Context: an optimization exercise on an open-source flow, tuned for small area and a short achievable clock period. The choices shown serve that exercise and are no tape-out recipe. Where RTL was checked, it was by simulation tests only, not by an equivalence proof against the original. Power is estimated from default activity; no workload was simulated.

// fetch_queue
module fetch_queue #(
  parameter int DEPTH = 16,
  parameter int XLEN  = 64
) (
  input  logic                     clk,
  input  logic                     rst,
  input  logic [XLEN-1:0]          in_instr1,
  input  logic [XLEN-1:0]          in_instr2,
  input  logic [XLEN-1:0]          in_instr3,
  input  logic [XLEN-1:0]          in_instr4,
  input  logic [XLEN-1:0]          in_target1,
  input  logic [XLEN-1:0]          in_target2,
  input  logic [XLEN-1:0]          in_target3,
  input  logic [XLEN-1:0]          in_target4,
  input  logic                     in_taken1,
  input  logic                     in_taken2,
  input  logic                     in_taken3,
  input  logic                     in_taken4,
  input  logic                     in_valid1,
  input  logic                     in_valid2,
  input  logic                     in_valid3,
  input  logic                     in_valid4,
  output logic                     in_ready,
  output logic                     fetch_stall,
  input  logic                     flush,
  output logic [XLEN-1:0]          out_instr1,
  output logic [XLEN-1:0]          out_instr2,
  output logic [XLEN-1:0]          out_target1,
  output logic [XLEN-1:0]          out_target2,
  output logic                     out_taken1,
  output logic                     out_taken2,
  output logic                     out_valid1,
  output logic                     out_valid2,
  input  logic                     dec_ready,
  output logic [$clog2(DEPTH):0]   count
);
Size: roughly 7700 cells after synthesis, about 2400 flip-flops.
==> flow/config.mk <==
export PLATFORM = sky130hd
export DESIGN_NAME = fetch_queue
export DESIGN_NICKNAME = fetch_queue
export VERILOG_FILES = /design/flow/design.v
export SDC_FILE = /design/flow/constraint.sdc
export NUM_CORES = 8
export LEC_CHECK = 0
export CAP_MARGIN = 20
export CORE_MARGIN = 2
export CORE_UTILIZATION = 38
export CTS_CLUSTER_DIAMETER = 80
export CTS_CLUSTER_SIZE = 25
export PLACE_DENSITY = 0.5
export SETUP_SLACK_MARGIN = 3.8
export SLEW_MARGIN = 20
export TNS_END_PERCENT = 0
==> flow/constraint.sdc <==
create_clock -name core_clock -period 6.0 [get_ports {clk}]
set_input_delay 1.2000 -clock core_clock [delete_from_list [all_inputs] [get_ports {clk}]]
set_output_delay 1.2000 -clock core_clock [all_outputs]
set_load 0.01 [all_outputs]
standard.sh (not shown) runs the stock make flow with config.mk's settings and CLKGATE_MAP_FILE= SYNTH_SCRIPT=/design/flow/synth_recipe.tcl, a recipe that flattens the netlist after the stock synthesis.
==> flow/flow/run.sh <==
#!/bin/bash
# The standard layout, with two changes:
#  - plain buffers (instead of the delay-cell buffers buffer_ports picks by default) on the
#    input and output ports;
#  - sky130_fd_sc_hd__a222oi_1 (three series p-transistors, no stronger size to upsize to)
#    added to the platform's don't-use list, so synthesis maps the wide and-or muxes to
#    faster cells.
set -euo pipefail
export BUFFER_PORTS_ARGS="-buffer_cell sky130_fd_sc_hd__buf_2"
platform_dont_use=$(sed -n '/^export DONT_USE_CELLS/,/^#/p' "$FLOW_HOME/platforms/sky130hd/config.mk" \
  | grep -o 'sky130_fd_sc_hd__[a-z0-9_]*' | tr '\n' ' ')
bash standard.sh "DONT_USE_CELLS=sky130_fd_sc_hd__a222oi_1 $platform_dont_use" finish > standard.log 2>&1
The baseline finished clean.
==> next run, changes <==
==> flow/flow/run.sh (replaced) <==
#!/bin/bash
# The standard layout, with plain buffers (instead of the delay-cell buffers buffer_ports
# picks by default) on the input and output ports.
set -euo pipefail
export BUFFER_PORTS_ARGS="-buffer_cell sky130_fd_sc_hd__buf_2"
bash standard.sh > standard.log 2>&1
Settings changed: SETUP_SLACK_MARGIN 3.8 to 3.5, TNS_END_PERCENT 0 to default.
The new run completed without violations.
Flip-flop and latch count is unchanged.
Utilization climbs by 7.1 points.
Design area climbs by 14%.
Sequential share of layout area drops by 6.4 points.
Total power climbs by 4.9%.

---

Setup of job 105:
fetch_queue, a different RTL version from the one above (not shown whole).
For scale: roughly 790 I/O pins, about 0.11 mm^2 of cells after synthesis.
Settings: LEC_CHECK=0, CAP_MARGIN=20, CORE_MARGIN=2, CORE_UTILIZATION=38, CTS_CLUSTER_DIAMETER=80, CTS_CLUSTER_SIZE=25, PLACE_DENSITY=0.5, SETUP_SLACK_MARGIN=3.4, SLEW_MARGIN=20, SYNTH_HIERARCHICAL=1, TNS_END_PERCENT=0; clock period 6.0 ns.
==> flow/flow/run.sh <==
#!/bin/bash
# The standard layout, with two changes:
#  - plain buffers (instead of the delay-cell buffers buffer_ports picks by default) on the
#    input and output ports;
#  - sky130_fd_sc_hd__a222oi_1 (three series p-transistors, no stronger size to upsize to)
#    added to the platform's don't-use list, so synthesis maps the wide and-or muxes to
#    faster cells.
set -euo pipefail
export BUFFER_PORTS_ARGS="-buffer_cell sky130_fd_sc_hd__buf_2"
platform_dont_use=$(sed -n '/^export DONT_USE_CELLS/,/^#/p' "$FLOW_HOME/platforms/sky130hd/config.mk" \
  | grep -o 'sky130_fd_sc_hd__[a-z0-9_]*' | tr '\n' ' ')
bash standard.sh "DONT_USE_CELLS=sky130_fd_sc_hd__a222oi_1 $platform_dont_use" finish > standard.log 2>&1
Job 105 was carried through to the last stage, and its layout satisfied the timing, DRC and antenna checks.
What job 103 does differently from job 105 at the input level:
Settings: swapping 3.4 for 3.8 in SETUP_SLACK_MARGIN.
--- a/flow/flow/run.sh
+++ b/flow/flow/run.sh
@@ -7,5 +7,5 @@
 #    faster cells.
 set -euo pipefail
-export BUFFER_PORTS_ARGS="-buffer_cell sky130_fd_sc_hd__buf_2"
+export BUFFER_PORTS_ARGS="-buffer_cell sky130_fd_sc_hd__buf_1"
 platform_dont_use=$(sed -n '/^export DONT_USE_CELLS/,/^#/p' "$FLOW_HOME/platforms/sky130hd/config.mk" \
   | grep -o 'sky130_fd_sc_hd__[a-z0-9_]*' | tr '\n' ' ')
### Flow results
- Looking at job 105 and job 103, the final instance area is a wash.
- Register-to-register setup slack (higher): job 103
- The sequential share of cell area on job 103 is in line with that on job 105.
- Result for job 105 and job 103: all clean
- Between job 105 and job 103, the via count is higher for job 103.
- Diff job 105 -> job 103 | number of non-clock buffers in the layout | increase of 59
- Comparing job 105 against job 103, there is no change at all in die area.
Function was not checked in any run of this note: the RTL went through the layout flow alone.

---

## red
Another version of the RTL of fetch_queue (not shown whole).
Size in the first run: ~8000 cells after synthesis, roughly 2400 flip-flops, roughly 790 I/O pins, ~110000 sq um of cells after synthesis.
clock: 6.0 ns
lec_check: 0
cap_margin: 30
core_margin: 2
core_utilization: 38
cts_cluster_diameter: 80
cts_cluster_size: 25
place_density: 0.5
setup_slack_margin: 3.8
slew_margin: 20
synth_hierarchical: 1
tns_end_percent: 0
==> flow/flow/run.sh <==
#!/bin/bash
# The standard layout, with two changes:
#  - plain buffers (instead of the delay-cell buffers buffer_ports picks by default) on the
#    input and output ports;
#  - sky130_fd_sc_hd__a222oi_1 (three series p-transistors, no stronger size to upsize to)
#    added to the platform's don't-use list, so synthesis maps the wide and-or muxes to
#    faster cells;
#  - MATCH_CELL_FOOTPRINT=0, so timing repair may size a cell up to a wider footprint.
set -euo pipefail
export BUFFER_PORTS_ARGS="-buffer_cell sky130_fd_sc_hd__buf_2"
platform_dont_use=$(sed -n '/^export DONT_USE_CELLS/,/^#/p' "$FLOW_HOME/platforms/sky130hd/config.mk" \
  | grep -o 'sky130_fd_sc_hd__[a-z0-9_]*' | tr '\n' ' ')
bash standard.sh "DONT_USE_CELLS=sky130_fd_sc_hd__a222oi_1 $platform_dont_use" MATCH_CELL_FOOTPRINT=0 finish > standard.log 2>&1
diff inputs: red => blue
==> flow/flow/run.sh <==
#!/bin/bash
# The standard layout, with two changes:
#  - plain buffers (instead of the delay-cell buffers buffer_ports picks by default) on the
#    input and output ports;
#  - sky130_fd_sc_hd__a222oi_1 (three series p-transistors, no stronger size to upsize to)
#    added to the platform's don't-use list, so synthesis maps the wide and-or muxes to
#    faster cells.
set -euo pipefail
export BUFFER_PORTS_ARGS="-buffer_cell sky130_fd_sc_hd__buf_2"
platform_dont_use=$(sed -n '/^export DONT_USE_CELLS/,/^#/p' "$FLOW_HOME/platforms/sky130hd/config.mk" \
  | grep -o 'sky130_fd_sc_hd__[a-z0-9_]*' | tr '\n' ' ')
bash standard.sh "DONT_USE_CELLS=sky130_fd_sc_hd__a222oi_1 $platform_dont_use" finish > standard.log 2>&1
[summary]
- Re relative contribution of sequential cells to total power: blue is 0.4 points up on red.
- Final period demand of the worst path in blue vs red: up 85 ps
- blue vs red on final weighted congestion in routability-driven placement: blue is the higher one.
- Maximum fanout encountered on the critical timing path: blue < red

---

exp/ember:
fetch_queue, a different RTL version from the one above (not shown whole).
For scale: roughly 7700 cells after synthesis.
Settings: LEC_CHECK=0, CAP_MARGIN=30, CORE_MARGIN=2, CORE_UTILIZATION=38, CTS_CLUSTER_DIAMETER=80, CTS_CLUSTER_SIZE=25, PLACE_DENSITY=0.62, SETUP_SLACK_MARGIN=3.8, SLEW_MARGIN=20, SYNTH_HIERARCHICAL=1, TNS_END_PERCENT=0; clock period 6.0 ns.
==> flow/flow/run.sh <==
#!/bin/bash
# The standard layout, with three changes:
#  - plain buffers (instead of the delay-cell buffers buffer_ports picks by default) on the
#    input and output ports;
#  - sky130_fd_sc_hd__a222oi_1 (three series p-transistors, no stronger size to upsize to)
#    added to the platform's don't-use list, so synthesis maps the wide and-or muxes to
#    faster cells;
#  - MATCH_CELL_FOOTPRINT=0, so timing repair may size a cell up to a wider footprint.
set -euo pipefail
export BUFFER_PORTS_ARGS="-buffer_cell sky130_fd_sc_hd__buf_2"
platform_dont_use=$(sed -n '/^export DONT_USE_CELLS/,/^#/p' "$FLOW_HOME/platforms/sky130hd/config.mk" \
  | grep -o 'sky130_fd_sc_hd__[a-z0-9_]*' | tr '\n' ' ')
bash standard.sh "DONT_USE_CELLS=sky130_fd_sc_hd__a222oi_1 $platform_dont_use" MATCH_CELL_FOOTPRINT=0 finish > standard.log 2>&1
Changes in exp/willow relative to exp/ember:
- changing PLACE_DENSITY from 0.62 to 0.5
- setting GPL_ROUTABILITY_DRIVEN to 0 for the first time
Results
Across exp/ember and exp/willow, the outcome is the same: a clean finish for every run. Run comparison: exp/willow slowest stage cell on the critical path sky130_fd_sc_hd__dfxtp_1; exp/ember slowest stage cell on the critical path sky130_fd_sc_hd__and3_4. Relative to exp/ember, via count decreased by about 2.6% in exp/willow. Critical path depth for exp/willow is lower than for exp/ember. From exp/ember to exp/willow the numbers moved as follows: internal cell power rose by 0.40 mW; area fraction of clock buffers and clock inverters rose by 0.49 points. Between exp/willow and exp/ember, the post-CTS clock slew at the launch and capture registers of the worst setup and hold paths figures differ only marginally. Per the comparison of exp/willow with exp/ember, number of I/O port buffers ~0 delta; routed wire length picked up an extra about 4%; combined buffer and inverter count along the critical path fell 2; average wire per cell in the routed design shows an increase of 4.6%; sequential share of cell area neither gained nor lost much.
Setup changes, exp/willow to exp/maple
- GPL_ROUTABILITY_DRIVEN removed (was 0)
==> run notes <==
- Re number of nets in the layout: no difference whatsoever between exp/maple and exp/willow.
- Diff exp/maple..exp/willow | post-cts hold buffer count | unchanged
- Layout buffering overhead excluding clock cells came out exactly the same in exp/willow and exp/maple.
- Comparing exp/maple with exp/willow, the critical path depth came out essentially unchanged.
- exp/maple finished every stage and its layout cleared the timing, DRC and antenna checks.
- Changes observed in exp/maple relative to exp/willow: share of the core filled with cells in the final layout roughly the same, overall power barely changed, measured slew at the worst slew-check pin closely matched the old numbers.
## Diff of input files: exp/amber against exp/maple
diff --git a/flow/flow/run.sh b/flow/flow/run.sh
--- a/flow/flow/run.sh
+++ b/flow/flow/run.sh
@@ -2 +2 @@
-# The standard layout, with three changes:
+# The standard layout, with two changes:
@@ -7,2 +7 @@
-#    faster cells;
-#  - MATCH_CELL_FOOTPRINT=0, so timing repair may size a cell up to a wider footprint.
+#    faster cells.
@@ -13 +12 @@
-bash standard.sh "DONT_USE_CELLS=sky130_fd_sc_hd__a222oi_1 $platform_dont_use" MATCH_CELL_FOOTPRINT=0 finish > standard.log 2>&1
+bash standard.sh "DONT_USE_CELLS=sky130_fd_sc_hd__a222oi_1 $platform_dont_use" finish > standard.log 2>&1
==> comparison <==
- [compare] base=exp/maple new=exp/amber: worst setup slack lower, fraction of power consumed by combinational cells went up.
- | number of cells in the finished layout apart from fillers | exp/maple vs exp/amber | ≈ equal |
- For exp/amber, the capturing element of the worst setup path was r_e[15][68], unlike exp/maple, where it was r_o1[0].

## what the ideal ports hide
Ports are ideal in the flow. The routed layouts listed here were re-timed in OpenROAD. Step 1: set_driving_cell puts a clkbuf_16 on clk and a buf_2 on each other input, an assumption about the parent block. Step 2 also shifts input and output timing later by t, the mid clock arrival at the registers, as if the neighbouring blocks saw the same clock. Slacks: no drivers / after step 1 / after step 2; pairs: no drivers / after step 1.
run | shift t [ns] | slack for setup (ns) | worst data-port slew with drivers (ns)
the first run of note 1 | 0.978 | 3.131 / 3.131 / 2.226 | 0.20
the second run of note 1 | 0.954 | 3.094 / 3.069 / 2.115 | 0.23
job 105 | 0.955 | 3.164 / 3.044 / 2.089 | 0.28
job 103 | 0.953 | 3.226 / 3.090 / 2.137 | 0.25
red | 0.953 | 3.278 / 3.134 / 2.181 | 0.31
blue | 0.916 | 3.193 / 2.996 / 2.080 | 0.32
exp/ember | 0.933 | 3.210 / 3.183 / 2.249 | 0.30
exp/willow | 0.939 | 3.252 / 3.252 / 2.356 | 0.26
exp/maple | 0.939 | 3.252 / 3.252 / 2.356 | 0.26
exp/amber | 0.930 | 3.220 / 3.220 / 2.355 | 0.23
After both steps setup and hold are still met in every run listed. For blue, which loses most, drivers alone change the setup slack by -0.197 ns; drivers and shift together by -1.113 ns.
